Context: an optimization exercise on an open-source flow, tuned for small area. The choices shown serve that exercise and are no tape-out recipe.
The RTL was checked by simulation tests, not by an equivalence proof against the original design.
No activity file was given, so power comes from the tool's default toggle rates.

// wrsp_bank_top
module wrsp_bank_top (
  input  logic                      clk_i,
  input  logic                      rst_ni,
  input  wrsp_bank_pkg::id_t        reservation_request_id_i,
  output wrsp_bank_pkg::slot_addr_t new_reserved_address_o,
  input  logic                      reservation_request_ready_i,
  output logic                      reservation_request_valid_o,
  input  wrsp_bank_pkg::msg_t       data_i,
  output wrsp_bank_pkg::msg_t       data_o,
  input  wrsp_bank_pkg::slot_mask_t release_en_i,
  output wrsp_bank_pkg::slot_mask_t address_released_onehot_o,
  input  logic                      in_valid_i,
  output logic                      in_ready_o,
  input  logic                      out_ready_i,
  output logic                      out_valid_o
);
  localparam int IdWidth  = wrsp_bank_pkg::IdWidth;
  localparam int MsgWidth = wrsp_bank_pkg::MsgWidth;
  logic                      take;
  wrsp_bank_pkg::slot_addr_t take_addr;
  logic                      give_back;
  wrsp_bank_pkg::slot_addr_t out_slot;
  wrsp_bank_pkg::slot_mask_t out_sel;
  wrsp_bank_pkg::slot_mask_t wr_sel;
  logic                      rd_en;
  wrsp_bank_pkg::slot_addr_t rd_addr;
  wrsp_bank_pkg::id_t        rd_id;
  wrsp_bank_pkg::id_t        out_id;
  logic [MsgWidth-1:IdWidth] out_payload;
  logic accept;
  assign new_reserved_address_o = take_addr;
  wrsp_slot_allocator u_slot_allocator (
    .clk_i                     (clk_i),
    .rst_ni                    (rst_ni),
    .take_i                    (take),
    .take_addr_o               (take_addr),
    .give_back_i               (give_back),
    .give_back_sel_i           (out_sel),
    .res_valid_o               (reservation_request_valid_o),
    .address_released_onehot_o (address_released_onehot_o)
  );
  wrsp_list_ctrl u_list_ctrl (
    .clk_i        (clk_i),
    .rst_ni       (rst_ni),
    .res_ready_i  (reservation_request_ready_i),
  ...
export LEC_CHECK = 0
export CAP_MARGIN = 15
export CORE_MARGIN = 2
export CORE_UTILIZATION = 55
export PLACE_DENSITY = 0.65
export SLEW_MARGIN = 15
create_clock -name core_clock -period 9.0 [get_ports {clk_i}]
standard.sh (not shown) runs the stock make flow with config.mk's settings and CLKGATE_MAP_FILE= SYNTH_SCRIPT=/design/flow/synth_recipe.tcl, a recipe that flattens the netlist after the stock synthesis.
==> flow/flow/run.sh <==
#!/bin/bash
# Layout flow: the standard ORFS flow (standard.sh, standard synthesis
# script) with three changes:
#  - ABC maps the logic with flow/abc.script (choices and area-recovering
#    mapping on the logic as written, without restructuring it), in place
#    of ORFS's delay-driven abc_speed.script (registers are untouched: they
#    are mapped by dfflibmap before ABC runs);
#  - the ports are buffered with buf_1 instead of a delay cell;
#  - the clock tree is built from clkbuf_4/clkbuf_8 in clusters of up to 15
#    sinks, without dummy loads.
# Every tool's output goes to the logs under orfs/logs and to standard.log.
set -uo pipefail
WORK="$PWD"
rm -rf "$WORK/scripts_x"
cp -r "$FLOW_HOME/scripts" "$WORK/scripts_x"
cp "$WORK/flow/abc.script" "$WORK/scripts_x/abc_speed.script"
export SCRIPTS_DIR="$WORK/scripts_x"
export BUFFER_PORTS_ARGS="-buffer_cell sky130_fd_sc_hd__buf_1"
export CTS_ARGS="-sink_clustering_enable -repair_clock_nets -dont_use_dummy_load -buf_list {sky130_fd_sc_hd__clkbuf_4 sky130_fd_sc_hd__clkbuf_8} -sink_clustering_size 15 -sink_clustering_max_diameter 50"
bash standard.sh > "$WORK/standard.log" 2>&1
==> flow/flow/abc.script <==
&get -n
&st
&dch
&nf
&put
Edit:
--- a/flow/config.mk
+++ b/flow/config.mk
@@ -8 +8 @@
-export CAP_MARGIN = 15
+export CAP_MARGIN = 5
@@ -12 +12 @@
-export SLEW_MARGIN = 15
+export SLEW_MARGIN = 5
Effect:
- With this change the flow finished but failed the layout checks on max-capacitance violations, max-slew violations
- count of clock-buffer cells in the layout is unchanged
- wire length stays flat
- cell area barely changes
- clock skew falls by 0.0043 ns
- global-route usage does not change
- power is about the same
Edit:
==> flow/flow/abc.script (replaced) <==
&get -n
&st
&dch -f
&nf -R 1000
&put
--- a/flow/config.mk
+++ b/flow/config.mk
@@ -8 +8 @@
-export CAP_MARGIN = 5
+export CAP_MARGIN = 15
@@ -12 +12 @@
-export SLEW_MARGIN = 5
+export SLEW_MARGIN = 15
What happened: This time the run produced a clean layout. Setup slack improved by 0.15 ns. Clock-buffer cell count is unchanged. Maximum frequency increases by about 1.8%. Global-route usage fell by 1.0 points. Utilization came out higher by 0.17 points. Power drops by 1.4%. Register-to-register slack improves by 0.19 ns. Non-clock buffer count went down by 14. Die area shrinks by 0.52%. Sequential power is about the same. Hold slack is better by 0.0097 ns.

## static timing again, ports no longer ideal
Ports are ideal in the flow. The routed layouts listed here were re-timed in OpenROAD. Step 1 (the two cells are an assumption about what drives the block):
set clk [get_ports {clk_i}]
set_driving_cell -lib_cell sky130_fd_sc_hd__clkbuf_16 $clk
set_driving_cell -lib_cell sky130_fd_sc_hd__buf_2 [delete_from_list [all_inputs] $clk]
Step 2 times the ports against the registers' clock, not the clock port: input delays grow and output delays shrink by t, the midpoint of the rising clock arrivals with the driver on. Three values: ideal, step 1, step 2; two values: the first two.
| run | t (ns) | slack for setup (ns) | hold WS [ns] | worst register clock-pin slew, ns | worst slew at a driven data input, ns |
|---|---|---|---|---|---|
| the first run | 1.075 | 0.303 / 0.219 / -0.487 | 0.557 / 0.557 / 0.557 | 0.10 / 0.10 | 0.16 |
| the second run | 1.072 | 0.283 / 0.199 / -0.552 | 0.558 / 0.558 / 0.558 | 0.10 / 0.10 | 0.16 |
| the third run | 1.066 | 0.435 / 0.357 / 0.126 | 0.568 / 0.568 / 0.568 | 0.10 / 0.10 | 0.10 |
For the second run, which loses most, drivers alone change the setup slack by -0.084 ns; drivers and shift together by -0.835 ns.
